Context: an optimization exercise on an open-source flow, tuned for small area. The choices shown serve that exercise and are no tape-out recipe.
In this exercise RTL edits were held to simulation tests only and were not proved equivalent to the original.
Power and IR drop assume default switching activity.

$ cat flow/design.v
module multiport_regfile #(
    parameter int                 DATA_W   = 32,
    parameter int                 NUM_REGS = 32,
    parameter int                 AW       = $clog2(NUM_REGS),
    parameter int                 SP_IDX   = 2,
    parameter logic [DATA_W-1:0]  SP_INIT  = 32'h0000_2ffc
) (
    input  logic              clk,
    input  logic              reset,
    input  logic [AW-1:0]     rs1,
    input  logic [AW-1:0]     rs2,
    output logic [DATA_W-1:0] rs1_dout,
    output logic [DATA_W-1:0] rs2_dout,
    input  logic              wa_en,
    input  logic [AW-1:0]     wa_rd,
    input  logic [DATA_W-1:0] wa_din,
    input  logic              wb_en,
    input  logic [AW-1:0]     wb_rd,
    input  logic [DATA_W-1:0] wb_din,
    output logic              ready,
    output logic              wr_conflict
);
    localparam logic [0:0]        ST_CLEAR  = 1'b0;
    localparam logic [0:0]        ST_READY  = 1'b1;
    localparam logic [AW-1:0]     ZERO_IDX  = {AW{1'b0}};
    localparam logic [AW-1:0]     LAST_IDX  = AW'(NUM_REGS - 1);
    localparam logic [AW-1:0]     SP_IDX_A  = AW'(SP_IDX);
    localparam logic [DATA_W-1:0] ZERO_DATA = {DATA_W{1'b0}};
    logic [0:0]        state_r;
    logic [AW-1:0]     idx_r;
    logic              wr_conflict_r;
    logic [DATA_W-1:0] regs_r [NUM_REGS];
    logic              ready_s;
    logic              wa_ok_s;
    logic              wb_ok_s;
    logic              conflict_s;
    logic [DATA_W-1:0] rs1_s;
    logic [DATA_W-1:0] rs2_s;
    assign ready_s    = (state_r == ST_READY);
    assign wa_ok_s    = ready_s && !reset && wa_en && (wa_rd != ZERO_IDX);
    assign wb_ok_s    = ready_s && !reset && wb_en && (wb_rd != ZERO_IDX);
    assign conflict_s = wa_ok_s && wb_ok_s && (wa_rd == wb_rd);
    always_ff @(posedge clk) begin
        if (reset) begin
            state_r       <= ST_CLEAR;
            idx_r         <= ZERO_IDX;
            wr_conflict_r <= 1'b0;
        end else begin
            case (state_r)
                ST_CLEAR: begin
                    idx_r <= idx_r + AW'(1);
                    if (idx_r == LAST_IDX) begin
                        state_r <= ST_READY;
                    end
                end
                ST_READY: begin
                    state_r <= ST_READY;
                end
                default: begin
                    state_r <= ST_CLEAR;
                    idx_r   <= ZERO_IDX;
                end
            endcase
            wr_conflict_r <= conflict_s;
        end
    end
    always_ff @(posedge clk) begin
        if (!reset) begin
            if (state_r == ST_CLEAR) begin
                regs_r[idx_r] <= (idx_r == SP_IDX_A) ? SP_INIT : ZERO_DATA;
            end else begin
                if (wa_ok_s) begin
                    regs_r[wa_rd] <= wa_din;
                end
                if (wb_ok_s) begin
                    regs_r[wb_rd] <= wb_din;
                end
            end
        end
    end
    always_comb begin
        rs1_s = ZERO_DATA;
        rs2_s = ZERO_DATA;
        if (!ready_s) begin
            rs1_s = ZERO_DATA;
        end else if (rs1 == ZERO_IDX) begin
            rs1_s = ZERO_DATA;
        end else begin
            rs1_s = regs_r[rs1];
        end
        if (!ready_s) begin
            rs2_s = ZERO_DATA;
        end else if (rs2 == ZERO_IDX) begin
            rs2_s = ZERO_DATA;
        end else begin
            rs2_s = regs_r[rs2];
        end
    end
    assign rs1_dout    = rs1_s;
    assign rs2_dout    = rs2_s;
    assign ready       = ready_s;
    assign wr_conflict = wr_conflict_r;
endmodule
$ cat flow/run.sh
#!/bin/bash
# synth_recipe.tcl (not shown) runs the flow's synth.tcl, then flattens the netlist and writes it again
# the make line also repeats each setting of config.mk as NAME=value (left out here)
make -C /OpenROAD-flow-scripts/flow DESIGN_CONFIG=/design/flow/config.mk WORK_HOME=/design/flow/orfs CLKGATE_MAP_FILE= SYNTH_SCRIPT=/design/flow/synth_recipe.tcl finish
$ cat flow/config.mk
export PLATFORM = sky130hd
export DESIGN_NAME = multiport_regfile
export DESIGN_NICKNAME = multiport_regfile
export VERILOG_FILES = /design/flow/design.v
export SDC_FILE = /design/flow/constraint.sdc
export NUM_CORES = 4
export LEC_CHECK = 0
export CAP_MARGIN = 20
export CORE_MARGIN = 2
export CORE_UTILIZATION = 40
export SLEW_MARGIN = 20
$ cat flow/constraint.sdc
create_clock -name core_clock -period 6.0 [get_ports {clk}]
set_input_delay 1.2000 -clock core_clock [delete_from_list [all_inputs] [get_ports {clk}]]
set_output_delay 1.2000 -clock core_clock [all_outputs]
set_load 0.01 [all_outputs]
==> impl_metrics.py <==
metrics = {
    "run_status": {
        "status": "finished clean",
    },
    "drt": {
        "vias": 47327,
        "final_antenna_net_count": 0,
        "via_per_inst": 6.512,
        "drc_errors": 0,
        "drt_iter0_drc": 7267,
        "drt_wl_total_um": 229900,
        "first_pass_iters": 7,
        "wire_per_inst_um": 31.63,
    },
    "place": {
        "dp_hpwl_um": 144400,
        "place_ws_ns": 0.4737,
        "globalplace.congestion": 0.9851,
        "numPortBuffers": 153,
    },
    "critical_path": {
        "worstPathCellList": "clkdlybuf4s50_1, buf_4, inv_1, and2_2, a22oi_1, nand4_1, clkdlybuf4s50_1",
        "endpoint_kind": "output pin",
        "r2r_cells": 8,
        "arrival_ns": 4.54,
        "cp_common_cell": "clkdlybuf4s50_1",
        "cp_max_fo": 31,
        "r2r_setup_slack_ns": 2.06,
        "critPathKind": "in -> out",
        "cp-start-kind": "input port",
        "worstReg2RegStart": "state_r$_SDFF_PP0_",
        "crit_buf_inv": 4,
        "crit_family": "buffers and inverters",
        "required_ns": 4.80,
        "cpPeakStageDelay_ns": 0.83,
        "r2r_end": "regs_r[6][26]$_DFFE_PP_",
        "critPathSlowestCell": "a22oi_1",
    },
    "synth": {
        "ys_seq_elements": 1001,
        "postSynthAreaPerCell_um2": 10.75,
        "postSynthCellCount": 5366,
        "yosysSeqAreaShare_pct": 51.97,
        "syn-num-nets": 5457,
        "yosysUniqueCellTypes": 67,
        "ys_warn_count": 1,
        "async_flop_share_pct": 0,
        "syn-cell-area_um2": 57700,
        "ys.flop_type": "edfxtp_1",
        "synth-edff-count": 994,
    },
    "timing": {
        "tightest_slew_ns": 1.228,
        "finalCritPeriodShare_pct": 95.69,
        "fmax_mhz": 174.2,
        "whs_ns": 0.5864,
        "fin_crit_ns": 5.741,
        "hold_viol_final": 0,
        "drv_slew": 0,
        "finClkSkew_ns": 0.03952,
        "rsz0062_at_grt": "false",
        "setup_ws_ns": 0.2588,
        "slew_headroom_pct": 17.84,
        "setup-tns-final_ns": 0,
        "setup_viol": 0,
    },
    "grt": {
        "grt_pass1_wl_um": 325200,
        "antenna_found_initial": 15,
        "gr-total-overflow": 0,
        "grt_pass1_vias": 44693,
        "grt_max_degree": 58,
        "grt_util_all_layers_pct": 30.56,
    },
    "cts": {
        "cts_hold_buf": 0,
        "clkTransAtPathRegs_ns": 0.06,
        "cts_root_buf": "clkbuf_16",
        "cts_buffers": 110,
        "post_cts_buffers": 0,
        "clock_latency_ns": 0.76,
        "clock_path_buffers": 3,
        "clkSinkCount": 1001,
        "htree_levels": 3,
        "post_cts_resize_count": 0,
        "cts_tree": "yes",
    },
    "power": {
        "clkPwrFrac_pct": 41.9,
        "peakVddDrop_mv": 0.2277,
        "power_density_nw_per_um2": 236.7,
        "swShare_pct": 24.38,
        "pwr-share-seq_pct": 49.4,
        "combPwrFrac_pct": 8.7,
        "p_int_mw": 11.78,
        "p_leak_nw": 22.21,
        "p_sw_mw": 3.798,
    },
    "hold_path": {
        "holdPathEnd": "idx_r[1]$_SDFFE_PP0N_",
        "holdCritStartpoint": "idx_r[1]$_SDFFE_PP0N_",
        "hold_path_depth": 2,
        "hp-class": "reg -> reg",
    },
    "die": {
        "initial_core_util_pct": 40.22,
        "die_w_um": 383.8,
        "ioPinCount": 154,
        "core_area_um2": 143500,
        "rows": 139,
        "die_h_um": 383.8,
        "die_area_um2": 147300,
    },
    "job": {
        "maxCapViolCount": 0,
    },
    "cells_and_area": {
        "drive_above_1_share_pct": 13.97,
        "nNetsFinal": 5366,
        "final_common_cell": "edfxtp_1",
        "area_growth_pct": 14.06,
        "num-fill-cells": 13025,
        "final_core_util_pct": 45.87,
        "final_cell_mix": "994 x edfxtp_1, 799 x nand2_1, 657 x o21ai_0",
    },
}
## worst register-to-register path, stage by stage, from the launching register on
cell	delay, ns
dfxtp_1	0.89
buf_4	0.37
nand3b_2	0.23
a21oi_4	0.18
buf_4	0.45
o21ai_2	0.27
buf_8	0.23
o21ai_4	0.43
buf_4	0.50
## synthesized netlist by cell type, drive strengths merged (65+ instances only)
library cell	n	area, um2
buf	238	1216
o21ai	745	3729
o22ai	186	1164
nand2	803	3014
nand4	65	406.6
mux2i	580	5817
a21oi	350	1755
clkbuf	406	1530
mux4	195	4392
edfxtp	994	29850
nor2	361	1355
a22oi	188	1411
## metrics by stage
step	cells	power, mW	cell area (um2)
after floorplan	5366	8.646	57700
after global placement	7057	9.122	62270
after detailed placement	7061	9.150	62370
after CTS	7259	15.55	65680
after global routing	7265	15.90	65800
final	7268	15.58	65810
## cell families after synthesis
group           after synthesis  share of synthesized area (%)
mux                         777                          17.73
compound gates             1556                          15.26
simple gates               1367                          10.04
buf+inv                     655                          4.831
fa+ha+maj                     3                        0.06506
flops                      1001                          51.97
xor+xnor                      7                         0.1063
## cell type report
| class | instances | area [um2] | share of cell area [%] |
|---|---|---|---|
| sequential | 1001 | 29990 | 45.57 |
| multi-input combinational | 3710 | 25690 | 39.03 |
| timing repair buffer | 441 | 4392 | 6.673 |
| clock buffer | 146 | 2909 | 4.420 |
| tap | 1903 | 2381 | 3.618 |
| clock inverter | 52 | 402.9 | 0.6122 |
| inverter | 11 | 41.29 | 0.06274 |
| antenna | 4 | 10.01 | 0.01521 |
## power by group through the flow
stage | Sequential, mW | Clock, mW | Combinational (mW)
5_1_grt | 7.70 | 6.80 | 1.40
6_report | 7.70 | 6.53 | 1.35
3_5_place_dp | 7.85 | 0 | 1.30
3_3_place_gp | 7.85 | 0 | 1.28
2_1_floorplan | 7.84 | 0 | 0.803
4_1_cts | 7.70 | 6.55 | 1.31
## per-layer routing
metal / vias up / global-route usage [%] / share of wire (%)
met2: 3501 / 46.04 / 44
met3: 648 / 8.555 / 14
met4: 14 / 14.80 / 5.8
met5: - / 0 / 0.040
met1: 23143 / 40.56 / 37
li1: 20021 / - / -
## sequential cells by signal, summed over array words and instances, names as in the netlist
name / cells
state_r: 1
idx_r: 5
wr_conflict_r: 1
regs_r: 994
## worst max path at each step
stage                         from                       to  slack (ns)  cells after the start
after CTS                   rs2[3]              rs2_dout[9]        0.46                      7
after global routing        rs2[3]              rs2_dout[9]        0.23                      7
after floorplan           wa_rd[3]  regs_r[20][0]$_DFFE_PP_        0.99                      7
final                       rs2[3]              rs2_dout[9]        0.26                      7
after global placement      rs2[2]             rs2_dout[16]        0.51                      7
after detailed placement    rs2[3]              rs2_dout[9]        0.47                      7

-- what the ideal ports hide --
How much do the figures lean on ideal ports? The routed layout below was timed once more, with nothing changed but the port constraints. Step 1, drivers: a clkbuf_16 drives clk and a buf_2 each remaining input, both assumed. Step 2 times the ports against the registers' clock, not the clock port: input delays grow and output delays shrink by t, the midpoint of the rising clock arrivals with the driver on. Three values: ideal ports, drivers, drivers and shift; two values: the first two.
shift t [ns]: 0.817
setup slack, ns: 0.259 / 0.082 / 0.082
hold slack, ns: 0.586 / 0.586 / 0.586
After both steps this run still meets setup and hold. For this run, drivers alone change the setup slack by -0.177 ns; drivers and shift together by -0.177 ns.
